Background: an optimization exercise with open tools, aiming at small area. Do not read the settings as production practice. The RTL was checked by simulation tests, not by an equivalence proof against the original design. No activity file was given, so power comes from the tool's default toggle rates.

// dual_stack_with_transfer
module dual_stack_with_transfer (
  input  wire logic             clk_i,
  input  wire logic             rst_ni,
  input  wire logic             s_axis_tvalid_i,
  output logic                  s_axis_tready_o,
  input  wire logic [dstk_pkg::IN_W-1:0]  s_axis_tdata_i,
  output logic                  m_axis_tvalid_o,
  input  wire logic             m_axis_tready_i,
  output logic [dstk_pkg::OUT_W-1:0]      m_axis_tdata_o
);
  localparam int unsigned VW = dstk_pkg::VALUE_W;
  localparam int unsigned CW = dstk_pkg::CNT_W;
  logic [dstk_pkg::CMD_W-1:0] in_cmd;
  logic [VW-1:0]              in_value;
  logic                       in_acc;
  assign in_cmd   = s_axis_tdata_i[dstk_pkg::CMD_W-1:0];
  assign in_value = s_axis_tdata_i[dstk_pkg::CMD_W +: VW];
  logic                          out_vld_q;
  logic [dstk_pkg::STATUS_W-1:0] st_q;
  logic [CW-1:0]                 mcnt_q, acnt_q;
  assign s_axis_tready_o = !out_vld_q || m_axis_tready_i;
  assign in_acc          = s_axis_tvalid_i && s_axis_tready_o;
  logic m_empty, m_full, a_empty, a_full;
  assign m_empty = (mcnt_q == '0);
  assign a_empty = (acnt_q == '0);
  assign m_full  = mcnt_q[CW-1];
  assign a_full  = acnt_q[CW-1];
  ...
Size: roughly 3000 cells after synthesis, roughly 1000 flip-flops, roughly 0.038 mm^2 of cells after synthesis.
clock: 5.0 ns
lec_check: 0
cap_margin: 20
core_margin: 2
core_utilization: 65
cts_cluster_diameter: 100
cts_cluster_size: 20
slew_margin: 20
synth_hierarchical: 1
standard.sh (not shown) runs the stock make flow with config.mk's settings and CLKGATE_MAP_FILE= SYNTH_SCRIPT=/design/flow/synth_recipe.tcl, a recipe that flattens the netlist after the stock synthesis.
==> flow/flow/run.sh <==
#!/bin/bash
# The standard layout (standard.sh), with the port buffers that
# buffer_ports inserts made from the smallest plain buffer, buf_1, instead
# of its default pick (a delay buffer). Every port still gets its buffer,
# and repair may still resize it.
set -euo pipefail
export BUFFER_PORTS_ARGS="-buffer_cell sky130_fd_sc_hd__buf_1"
bash standard.sh > standard.log 2>&1
Next try:
==> flow/run.sh (new file) <==
#!/bin/bash
# synth_recipe.tcl (not shown) runs the flow's synth.tcl, then flattens the netlist and writes it again
# the make line also repeats each setting of config.mk as NAME=value (left out here)
make -C /OpenROAD-flow-scripts/flow DESIGN_CONFIG=/design/flow/config.mk WORK_HOME=/design/flow/orfs CLKGATE_MAP_FILE= SYNTH_SCRIPT=/design/flow/synth_recipe.tcl finish
--- a/flow/config.mk
+++ b/flow/config.mk
@@ -12,0 +13 @@
+export SETUP_SLACK_MARGIN = 0.15
removed: flow/flow/run.sh
removed: flow/standard.sh
=> The new run finished clean; core utilization goes up by 1.8 points; flip-flop and latch count is unchanged; setup slack loses 0.079 ns; via count goes up by 1.7%; combinational power goes up by 7.8%; sequential share of layout area goes down by 1.3 points; register-to-register slack gains 0.25 ns; sequential power goes down by about 0.8%; design area goes up by about 2.7%; final cell count goes up by about 0.8%; die area does not change.


dual_stack_with_transfer, a different RTL version from the one above (not shown whole).
Size: roughly 3,000 cells after synthesis, ~1,000 flip-flops, roughly 130 I/O pins, roughly 38,000 um2 of cells after synthesis.
make LEC_CHECK=0 CAP_MARGIN=20 CORE_MARGIN=2 CORE_UTILIZATION=65 CTS_CLUSTER_DIAMETER=100 CTS_CLUSTER_SIZE=25 SETUP_SLACK_MARGIN=0.1 SLEW_MARGIN=20 SYNTH_HIERARCHICAL=1 finish   # period 5.0 ns
run.sh (not shown) runs the stock make flow with config.mk's settings and CLKGATE_MAP_FILE= SYNTH_SCRIPT=/design/flow/synth_recipe.tcl, a recipe that flattens the netlist after the stock synthesis.
Stock flow here: none of the scripts above is used.
The first run completed without violations.
Then changed:
==> flow/flow/run.sh (new file) <==
#!/bin/bash
# The standard layout (standard.sh), with the port buffers that
# buffer_ports inserts made from the smallest plain buffer, buf_1, instead
# of its default pick (a delay buffer). Every port still gets its buffer,
# and repair may still resize it.
set -euo pipefail
export BUFFER_PORTS_ARGS="-buffer_cell sky130_fd_sc_hd__buf_1"
bash standard.sh > standard.log 2>&1
==> flow/standard.sh (new file) <==
#!/bin/bash
# synth_recipe.tcl (not shown) runs the flow's synth.tcl, then flattens the netlist and writes it again
# the make line also repeats each setting of config.mk as NAME=value (left out here)
make -C /OpenROAD-flow-scripts/flow DESIGN_CONFIG=/design/flow/config.mk WORK_HOME=/design/flow/orfs CLKGATE_MAP_FILE= SYNTH_SCRIPT=/design/flow/synth_recipe.tcl "${@:-finish}"
SETUP_SLACK_MARGIN = not set   (was 0.1)
removed: flow/run.sh
Outcome: The new run completed with no timing, DRC or antenna violations; critical path depth stays the same; clock power is about the same; worst hold slack is worse by 0.12 ns; via count shrinks by 0.75%; setup slack gets worse by 0.065 ns.

separate check: timing with driven ports:
In the flow no input, the clock included, has a driving cell. The finished layouts below were timed again as built, in two steps.
Step 1 (the two cells are an assumption about what drives the block):
set clk [get_ports {clk_i}]
set_driving_cell -lib_cell sky130_fd_sc_hd__clkbuf_16 $clk
set_driving_cell -lib_cell sky130_fd_sc_hd__buf_2 [delete_from_list [all_inputs] $clk]
Step 2 also shifts input and output timing later by t, the mid clock arrival at the registers, as if the neighbouring blocks saw the same clock.
Slacks: ideal / step 1 / step 2; pairs: ideal / step 1.
run	shift t [ns]	setup slack, ns	worst setup path after step 2
the first run of note 1	0.706	0.215 / 0.150 / 0.856	register to output
the second run of note 1	0.710	0.137 / 0.074 / 0.784	register to output
the first run of note 2	0.691	0.144 / 0.077 / 0.768	register to output
the second run of note 2	0.683	0.079 / 0.013 / 0.696	register to output
After both steps setup and hold are still met in every run listed.
